What follows belongs to an exercise in optimizing a design on an open flow for small area and few clock cycles; a production flow would make more cautious choices.
Where RTL was checked, it was by simulation tests only, not by an equivalence proof against the original.
Power is estimated from default activity; no workload was simulated.

// match_token_emitter
module match_token_emitter (
  input  logic                              clk,
  input  logic                              rst,
  input  logic                              item_valid,
  output logic                              item_ready,
  input  mte_pkg::item_t                    item,
  output logic                              token_valid,
  input  logic                              token_ready,
  output mte_pkg::token_t                   token,
  input  logic                              cfg_valid,
  output logic                              cfg_ready,
  input  logic [mte_pkg::MIN_LEN_BITS-1:0]  cfg_min_match_len
);
  logic [mte_pkg::MIN_LEN_BITS-1:0] min_len;
  mte_pkg::state_t                  state;
  mte_pkg::state_t                  state_next;
  logic                             emit;
  assign cfg_ready   = 1'b1;
  assign item_ready  = token_ready || !emit;
  assign token_valid = item_valid && token_ready && emit;
  always_ff @(posedge clk) begin
    if (rst) begin
      min_len <= mte_pkg::MIN_LEN_RESET;
    end else if (cfg_valid && cfg_ready) begin
      min_len <= cfg_min_match_len;
    end
  end
  mte_step u_step (
    .item       (item),
    .state      (state),
    .min_len    (min_len),
    .take       (item_valid && item_ready),
    .emit       (emit),
    .token      (token),
    .state_next (state_next)
  );
  always_ff @(posedge clk) begin
    if (rst) begin
      state <= '0;
    end else begin
      state <= state_next;
    end
  end
endmodule
Size: about 370 I/O pins, about 14000 um2 of cells after synthesis.
==> flow/config.mk <==
export PLATFORM = sky130hd
export DESIGN_NAME = match_token_emitter
export DESIGN_NICKNAME = match_token_emitter
export VERILOG_FILES = /design/flow/design.v
export SDC_FILE = /design/flow/constraint.sdc
export NUM_CORES = 4
export LEC_CHECK = 0
export ABC_AREA = 1
export CAP_MARGIN = 20
export CORE_MARGIN = 2
export CORE_UTILIZATION = 65
export SLEW_MARGIN = 20
==> flow/constraint.sdc <==
create_clock -name core_clock -period 10.0 [get_ports {clk}]
set_input_delay 2.0000 -clock core_clock [delete_from_list [all_inputs] [get_ports {clk}]]
set_output_delay 2.0000 -clock core_clock [all_outputs]
set_load 0.01 [all_outputs]
standard.sh (not shown) runs the stock make flow with config.mk's settings and CLKGATE_MAP_FILE= SYNTH_SCRIPT=/design/flow/synth_recipe.tcl, a recipe that flattens the netlist after the stock synthesis.
==> flow/flow/run.sh <==
#!/bin/bash
# The standard layout with three changes:
#  - synthesis leaves the adders to abc instead of mapping them onto the
#    library's full- and half-adder cells first (ADDER_MAP_FILE empty);
#  - after the standard synthesis, the combinational logic of its netlist is
#    mapped again by abc for area (flow/remap.abc); every register stays the
#    instance, name and cell the standard synthesis gave it;
#  - the input and output port buffers are made from the smallest buffer
#    cell (buf_1) instead of the cell buffer_ports picks itself.
# Logs in this folder: synth.log (make, synthesis), remap.log (yosys, the
# second mapping), remap_eq.log (yosys, its equivalence proof), standard.log
# (make, the rest); each ORFS step also keeps
# its tool's full output under orfs/logs/.
set -euo pipefail
W=$(pwd)
R=$W/orfs/results/sky130hd/match_token_emitter/base
PLAT=$FLOW_HOME/platforms/sky130hd
LIB=$PLAT/lib/sky130_fd_sc_hd__tt_025C_1v80.lib
YOSYS=$(command -v yosys || echo "$FLOW_HOME/../tools/install/yosys/bin/yosys")
ARGS=("BUFFER_PORTS_ARGS=-buffer_cell sky130_fd_sc_hd__buf_1" "ADDER_MAP_FILE=")

bash standard.sh "${ARGS[@]}" synth > synth.log 2>&1

# the platform's don't-use cells, as the standard synthesis hands them to abc
DONT_USE=$(awk '/DONT_USE_CELLS \+=/{f=1} f{print} f&&!/\\$/{exit}' "$PLAT/config.mk" \
  | grep -o 'sky130_fd_sc_hd__[a-z0-9_]*' | sed 's/^/-dont_use /' | tr '\n' ' ')
cp "$R/1_2_yosys.v" "$R/1_2_yosys_standard.v"
cat > remap.ys <<EOT
read_liberty -ignore_miss_func $LIB
read_verilog $R/1_2_yosys_standard.v
hierarchy -check -top $FLOW_TOP
setattr -mod -set keep_hierarchy 1 sky130_fd_sc_hd__dfxtp_1
flatten
opt_clean -purge
abc -script $W/flow/remap.abc -liberty $LIB $DONT_USE
opt_clean -purge
hilomap -singleton -hicell sky130_fd_sc_hd__conb_1 HI -locell sky130_fd_sc_hd__conb_1 LO
splitnets
opt_clean -purge
read_liberty -lib -overwrite $LIB
hierarchy -check -top $FLOW_TOP
check -assert
stat -liberty $LIB
select $FLOW_TOP
write_verilog -noattr -noexpr -selected $R/1_2_yosys_remap.v
EOT
# the second mapping is kept only if it is proven to do what the standard
# netlist does, register for register
cat > remap_eq.ys <<EOT
read_liberty -ignore_miss_func $LIB
read_verilog $R/1_2_yosys_standard.v
rename $FLOW_TOP gold
read_verilog $R/1_2_yosys_remap.v
rename $FLOW_TOP gate
flatten gold gate
rename -hide gold/w:_* gate/w:_*
opt_clean -purge
equiv_make gold gate eq
hierarchy -top eq
equiv_simple
equiv_induct -seq 1
equiv_status -assert
EOT
if "$YOSYS" -s remap.ys > remap.log 2>&1 && "$YOSYS" -s remap_eq.ys > remap_eq.log 2>&1; then
  cp "$R/1_2_yosys_remap.v" "$R/1_2_yosys.v"
  rm -f "$R/1_synth.odb" "$R/1_synth.sdc"
fi

bash standard.sh "${ARGS[@]}" finish > standard.log 2>&1
==> flow/flow/remap.abc <==
strash
&get -n
&st
&dch
&nf -R 1000
&put
topo
stime -c
buffer -c
upsize -c -D 6000
dnsize -c -D 6000
The baseline stopped in global routing (5_1_grt) with GRT-0116.
Testbench counts at the start, summed over its fixed seeds: cycles 24,000.
Then changed:
==> flow/flow/remap.abc (replaced) <==
strash
&get -n
&st
&dch
&nf
&put
topo
stime -c
buffer -c
upsize -c -D 6000
dnsize -c -D 6000
Effect: The new run did not get past global routing (5_1_grt). Synthesized cell count increases by 4.4%. Area after synthesis increases by 3.1%.
Then changed:
==> flow/flow/remap.abc (replaced) <==
strash
dch
map -B 0.9
topo
stime -c
buffer -c
upsize -c -D 6000
dnsize -c -D 6000
Effect: The new run finished clean. Synthesized area climbs by about 6%. Synthesized cell count climbs by 47%.
Then changed:
==> flow/flow/remap.abc (replaced) <==
strash
dch
map -a
topo
The new run never finished: it broke off in clock tree synthesis (4_1_cts) on DPL-0038.
Synthesized cell count came out lower by 15%.
Synthesized area falls by 11%.

========
Setup of oak:
match_token_emitter again, from the RTL that the note above started with.
// match_token_emitter
module match_token_emitter (
  input  logic                              clk,
  input  logic                              rst,
  input  logic                              item_valid,
  output logic                              item_ready,
  input  mte_pkg::item_t                    item,
  output logic                              token_valid,
  input  logic                              token_ready,
  output mte_pkg::token_t                   token,
  input  logic                              cfg_valid,
  output logic                              cfg_ready,
  input  logic [mte_pkg::MIN_LEN_BITS-1:0]  cfg_min_match_len
);
==> flow/config.mk <==
export PLATFORM = sky130hd
export DESIGN_NAME = match_token_emitter
export DESIGN_NICKNAME = match_token_emitter
export VERILOG_FILES = /design/flow/design.v
export SDC_FILE = /design/flow/constraint.sdc
export NUM_CORES = 4
export LEC_CHECK = 0
export ABC_AREA = 1
export CAP_MARGIN = 20
export CORE_MARGIN = 2
export CORE_UTILIZATION = 72
export CTS_BUF_LIST = sky130_fd_sc_hd__clkbuf_8
export GPL_ROUTABILITY_DRIVEN = 0
export SLEW_MARGIN = 20
==> flow/constraint.sdc <==
create_clock -name core_clock -period 10.0 [get_ports {clk}]
set_input_delay 2.0000 -clock core_clock [delete_from_list [all_inputs] [get_ports {clk}]]
set_output_delay 2.0000 -clock core_clock [all_outputs]
set_load 0.01 [all_outputs]
==> flow/flow/run.sh <==
#!/bin/bash
# The standard layout, with two changes: the input and output port buffers
# are made from the smallest buffer cell (buf_1) instead of the cell
# buffer_ports picks itself, and synthesis leaves the adders to abc instead
# of mapping them onto the library's full- and half-adder cells first
# (ADDER_MAP_FILE empty). Registers come out of synthesis as in the standard
# flow. Each tool's full output goes to the log of its step under orfs/logs/,
# and make's own output to standard.log in this folder.
set -euo pipefail
bash standard.sh "BUFFER_PORTS_ARGS=-buffer_cell sky130_fd_sc_hd__buf_1" "ADDER_MAP_FILE=" finish > standard.log 2>&1
Both conditions hold for oak: the flow ran to the end and the final layout passed the timing, design-rule and antenna checks.
Testbench counts of oak, summed over its fixed seeds: cycles 24,000.
Setup changes, oak to pine
- CTS_CLUSTER_SIZE newly set to 10
- GPL_ROUTABILITY_DRIVEN removed (was 0)
- CORE_UTILIZATION changed from 72 to 65
Results
Any difference in worst hold slack between oak and pine is small enough to ignore. Cmp pine and oak / time the worst path needs with I/O delays and setup / lower: oak. Row final standard cell area without fillers: pine higher / oak lower. Going from oak to pine, proportion of cell area occupied by multi-input gates dropped 0.32 points; largest stage delay on the critical path lower; cell count moved up.
--- input diff pine..birch ---
- a change of CORE_UTILIZATION from 65 to 72
- a deleted CTS_CLUSTER_SIZE that had been 10
- an added PLACE_DENSITY of 0.9
==> comparison <==
birch vs. pine: final critical delay including setup and external delays shrank by 42 ps; starting utilization of the core area grew by 7.2 points; fraction of area in registers level; total routing resource utilization after global routing increased by 4.0 points relative to the old numbers.
birch against pine: ratio of final minimum period to clock period now smaller, wire length now smaller, fraction of power spent switching nets now larger, maximum single-stage delay on the critical path now smaller, share of cell area taken by multi-input logic gates now larger.
Net switching component of the power: birch > pine
diff inputs: birch => maple
- removing PLACE_DENSITY (formerly 0.9)
- changing CTS_BUF_LIST from sky130_fd_sc_hd__clkbuf_8 to sky130_fd_sc_hd__clkbuf_8 sky130_fd_sc_hd__clkbuf_16
- changing CORE_UTILIZATION from 72 to 65
==> comparison <==
Going from birch to maple, area growth from synthesis to layout picked up an extra 2.0 points; setup slack after layout neither gained nor lost much; via count of the first global-routing pass lost about 3%.
birch consumes less power than maple.
Per the comparison of maple with birch, number of H-tree levels flat, number of standard-cell rows in the floorplan up about 5.5%, worst slack at placement down 21 ps, net switching fraction of the power down 3.4 points.

========
match_token_emitter, a different RTL version from the one above (not shown whole).
Size: ~140 flip-flops, roughly 370 I/O pins, roughly 19000 µm² of cells after synthesis.
Settings: LEC_CHECK=0, ABC_AREA=1, CAP_MARGIN=20, CORE_MARGIN=2, CORE_UTILIZATION=40, GPL_TIMING_DRIVEN=0, SLEW_MARGIN=20; clock period 10.0 ns.
==> flow/flow/run.sh <==
#!/bin/bash
# The standard layout, with the input and output port buffers made from the
# smallest buffer cell (buf_1) instead of the cell buffer_ports picks itself.
# Each tool's full output goes to the log of its step under orfs/logs/, and
# make's own output to standard.log in this folder.
set -euo pipefail
bash standard.sh "BUFFER_PORTS_ARGS=-buffer_cell sky130_fd_sc_hd__buf_1" finish > standard.log 2>&1
The baseline ran to the end with no violations.
Testbench counts at the start, summed over its fixed seeds: cycles 24,000.
Rerun with:
GPL_TIMING_DRIVEN = default   (was 0)
Effect: Cell count drops by 3.0%. Worst setup slack gets better by 280 ps. First-iteration DRC count drops by 9.3%. Synthesized cell count is unchanged. Final area drops by 4.4%. Hold slack gets better by 3.1 ps. Wire length drops by 11%. Critical path depth drops by 3. Synthesized area is unchanged.
Rerun with:
CORE_UTILIZATION = 65   (was 40)
After rerunning:
- The changed run ran to the end with no violations
- cell count went down by 6.0%
- hold slack stays flat
- combinational power hardly moves

========
Setup of the baseline:
The RTL this note starts from:
==> flow/design.v <==
`timescale 1ns / 1ps
package mte_pkg;
  localparam int POS_BITS = 32;
  localparam int MIN_LEN_BITS = 8;
  localparam logic [MIN_LEN_BITS-1:0] MIN_LEN_RESET = MIN_LEN_BITS'(32);
  localparam logic MODE_MATCH     = 1'b0;
  localparam logic MODE_BLOCK_END = 1'b1;
  typedef logic [POS_BITS-1:0] pos_t;
  typedef struct packed {
    logic        mode;
    logic [31:0] dest_pos;
    logic [31:0] src_pos;
    logic [31:0] match_len;
    logic [31:0] block_len;
  } item_t;
  typedef struct packed {
    logic        is_block_end;
    logic [31:0] literal_start;
    logic [31:0] literal_len;
    logic [31:0] src_offset;
    logic [31:0] kept_len;
    logic [31:0] block_unmatched;
    logic [31:0] block_matched;
    logic [31:0] block_overlap;
  } token_t;
  typedef struct packed {
    pos_t cursor;
    pos_t unmatched_count;
    pos_t matched_count;
    pos_t overlap_count;
  } state_t;
endpackage
`timescale 1ns / 1ps
module mte_add #(
  parameter int W = 32
) (
  input  logic [W-1:0] a,
  input  logic [W-1:0] b,
  input  logic         ci,
  output logic [W-1:0] s,
  output logic         co
);
  localparam int N = W + 1;
  localparam int L = $clog2(N);
  logic [N-1:0] p, g;
  logic [N-1:0] gg [0:L];
  logic [N-1:0] pp [0:L];
  assign p = {a ^ b, 1'b0};
  assign g = {a & b, ci};
  assign gg[0] = g;
  assign pp[0] = p;
  for (genvar l = 0; l < L; l++) begin : g_lvl
    for (genvar i = 0; i < N; i++) begin : g_bit
      if ((i >> l) % 2 == 1) begin : g_op
        localparam int J = ((i >> l) << l) - 1;
        assign gg[l+1][i] = gg[l][i] | (pp[l][i] & gg[l][J]);
        assign pp[l+1][i] = pp[l][i] & pp[l][J];
      end else begin : g_pass
        assign gg[l+1][i] = gg[l][i];
        assign pp[l+1][i] = pp[l][i];
      end
    end
  end
  assign s  = p[N-1:1] ^ gg[L][N-2:0];
  assign co = gg[L][N-1];
endmodule
module mte_step (
  input  mte_pkg::item_t                        item,
  input  mte_pkg::state_t                       state,
  input  logic [mte_pkg::MIN_LEN_BITS-1:0]      min_len,
  output logic                                  emit,
  output mte_pkg::token_t                       token,
  output mte_pkg::state_t                       state_next
);
  logic        mode;
  logic [31:0] d, s, len, x, c;
  logic [31:0] t, lit, kb, kept, s_back, s_kept, unm, ov_op, m_sum, o_sum, e;
  logic        ahead, behind, kneg, e_co, keep, keep_b, keep_a;
  logic [7:0]  thr;
  assign mode = item.mode;
  assign d    = item.dest_pos;
  assign s    = item.src_pos;
  assign len  = item.match_len;
  assign c    = state.cursor;
  assign x    = mode ? item.block_len : d;
  mte_add #(32) u_t (.a(x), .b(~c), .ci(1'b1), .s(t), .co(ahead));
  assign behind = !ahead;
  assign lit    = behind ? 32'd0 : t;
  logic [32:0] ka, kc, kf;
  assign ka = {1'b0, d} ^ {1'b0, len} ^ {1'b1, ~c};
  assign kc = ({1'b0, d} & {1'b0, len}) | ({1'b0, d} & {1'b1, ~c}) | ({1'b0, len} & {1'b1, ~c});
  mte_add #(33) u_k (.a(ka), .b({kc[31:0], 1'b1}), .ci(1'b0), .s(kf), .co());
  assign kb   = kf[31:0];
  assign kneg = kf[32];
  assign thr    = min_len | {7'd0, ~|min_len};
  assign keep_b = !kneg && ((|kb[31:8]) || (kb[7:0] >= thr));
  assign keep_a = (|len[31:8]) || (len[7:0] >= min_len);
  assign keep   = behind ? keep_b : keep_a;
  assign emit   = mode || keep;
  assign kept   = behind ? kb : len;
  mte_add #(32) u_s (.a(s), .b(~t), .ci(1'b1), .s(s_back), .co());
  assign s_kept = behind ? s_back : s;
  mte_add #(32) u_u (.a(state.unmatched_count), .b(lit), .ci(1'b0), .s(unm), .co());
  mte_add #(32) u_m (.a(state.matched_count), .b(kept), .ci(1'b0), .s(m_sum), .co());
  assign ov_op = keep ? (behind ? ~t : 32'd0) : len;
  mte_add #(32) u_o (.a(state.overlap_count), .b(ov_op), .ci(keep && behind), .s(o_sum), .co());
  mte_add #(32) u_e (.a(d), .b(len), .ci(1'b0), .s(e), .co(e_co));
  always_comb begin
    token                 = '0;
    token.is_block_end    = mode;
    token.literal_start   = c;
    token.literal_len     = lit;
    token.src_offset      = mode ? 32'd0 : s_kept;
    token.kept_len        = mode ? 32'd0 : kept;
    token.block_unmatched = mode ? unm : 32'd0;
    token.block_matched   = mode ? state.matched_count : 32'd0;
    token.block_overlap   = mode ? state.overlap_count : 32'd0;
    state_next = state;
    state_next.overlap_count = o_sum;
    if (keep) begin
      state_next.cursor          = e_co ? 32'hFFFF_FFFF : e;
      state_next.matched_count   = m_sum;
      state_next.unmatched_count = unm;
    end
    if (mode) state_next = '0;
  end
endmodule
`timescale 1ns / 1ps
module match_token_emitter (
  input  logic                              clk,
  input  logic                              rst,
  input  logic                              item_valid,
  output logic                              item_ready,
  input  mte_pkg::item_t                    item,
  output logic                              token_valid,
  input  logic                              token_ready,
  output mte_pkg::token_t                   token,
  input  logic                              cfg_valid,
  output logic                              cfg_ready,
  input  logic [mte_pkg::MIN_LEN_BITS-1:0]  cfg_min_match_len
);
  logic [mte_pkg::MIN_LEN_BITS-1:0] min_len;
  mte_pkg::state_t                  state;
  mte_pkg::state_t                  state_next;
  logic                             emit;
  assign cfg_ready   = 1'b1;
  assign item_ready  = token_ready || !emit;
  assign token_valid = item_valid && token_ready && emit;
  always_ff @(posedge clk) begin
    if (rst) begin
      min_len <= mte_pkg::MIN_LEN_RESET;
    end else if (cfg_valid && cfg_ready) begin
      min_len <= cfg_min_match_len;
    end
  end
  mte_step u_step (
    .item       (item),
    .state      (state),
    .min_len    (min_len),
    .emit       (emit),
    .token      (token),
    .state_next (state_next)
  );
  always_ff @(posedge clk) begin
    if (rst) begin
      state <= '0;
    end else if (item_valid && item_ready) begin
      state <= state_next;
    end
  end
endmodule
make LEC_CHECK=0 ABC_AREA=1 CAP_MARGIN=20 CORE_MARGIN=2 CORE_UTILIZATION=40 GPL_TIMING_DRIVEN=0 SLEW_MARGIN=20 finish   # period 10.0 ns
run.sh (not shown) runs the stock make flow with config.mk's settings and CLKGATE_MAP_FILE= SYNTH_SCRIPT=/design/flow/synth_recipe.tcl, a recipe that flattens the netlist after the stock synthesis.
Stock flow here: none of the scripts above is used.
The baseline | stages: all done | timing, DRC, antenna: all pass
diff inputs: the baseline => the candidate
- clearing GPL_TIMING_DRIVEN, which used to be 0
## What came out
- Number of ordinary and repair buffers in the finished layout ends up higher on the baseline.
- The number of nets with antenna violations after routing on the baseline is in line with that on the candidate.
- Worst setup timing slack at the placement stage: the candidate better than the baseline
- Fraction of power consumed by combinational cells sits lower in the candidate than in the baseline.
- Looking at final critical-path share of the clock period, the candidate sits 2.0 points below the baseline.
- Via count on the candidate is ahead of the baseline.
- Min layout overhead on the synthesized area across the candidate and the baseline: the candidate
- Side by side, placed wire-length estimate after detailed placement turned out lower in the candidate than in the baseline.
- The wire length reported for the candidate is smaller than that of the baseline by 11 mm.
- In the candidate, measured slew at the worst slew-check pin is lower than in the baseline.
No run of this note included a check of the RTL's function; only the layout flow was run.

[static timing again, ports no longer ideal]
The results above use ideal ports. As a check the final layouts listed here were re-extracted and re-timed, cells and wires unchanged.
Step 1 assumes that a clkbuf_16 drives the clock port and a buf_2 every other input.
Step 2 also shifts input and output timing later by t, the mid clock arrival at the registers, as if the neighbouring blocks saw the same clock.
Three values: no drivers, after step 1, after step 2; two values: the first two.
run	t, ns	slack for setup (ns)	latest minus earliest clock arrival (ns)	pins driven straight from the clock port
the third run of note 1	0.498	0.515 / 0.477 / 0.389	0.016 / 0.016	1
oak	0.526	0.516 / 0.460 / 0.272	0.018 / 0.018	1
pine	0.545	0.471 / 0.448 / 0.283	0.029 / 0.028	1
birch	0.520	0.513 / 0.478 / 0.289	0.017 / 0.017	1
maple	0.494	0.515 / 0.491 / 0.293	0.015 / 0.014	1
the first run of note 3	0.542	0.283 / 0.261 / 0.261	0.015 / 0.015	1
the second run of note 3	0.555	0.560 / 0.521 / 0.521	0.013 / 0.014	1
the third run of note 3	0.508	0.470 / 0.347 / 0.335	0.011 / 0.011	1
the baseline	0.544	0.157 / 0.133 / 0.013	0.018 / 0.017	1
the candidate	0.545	0.353 / 0.325 / 0.144	0.014 / 0.014	1
After both steps every run listed still meets setup and hold. For oak, which loses most, drivers alone change the setup slack by -0.056 ns; drivers and shift together by -0.244 ns.
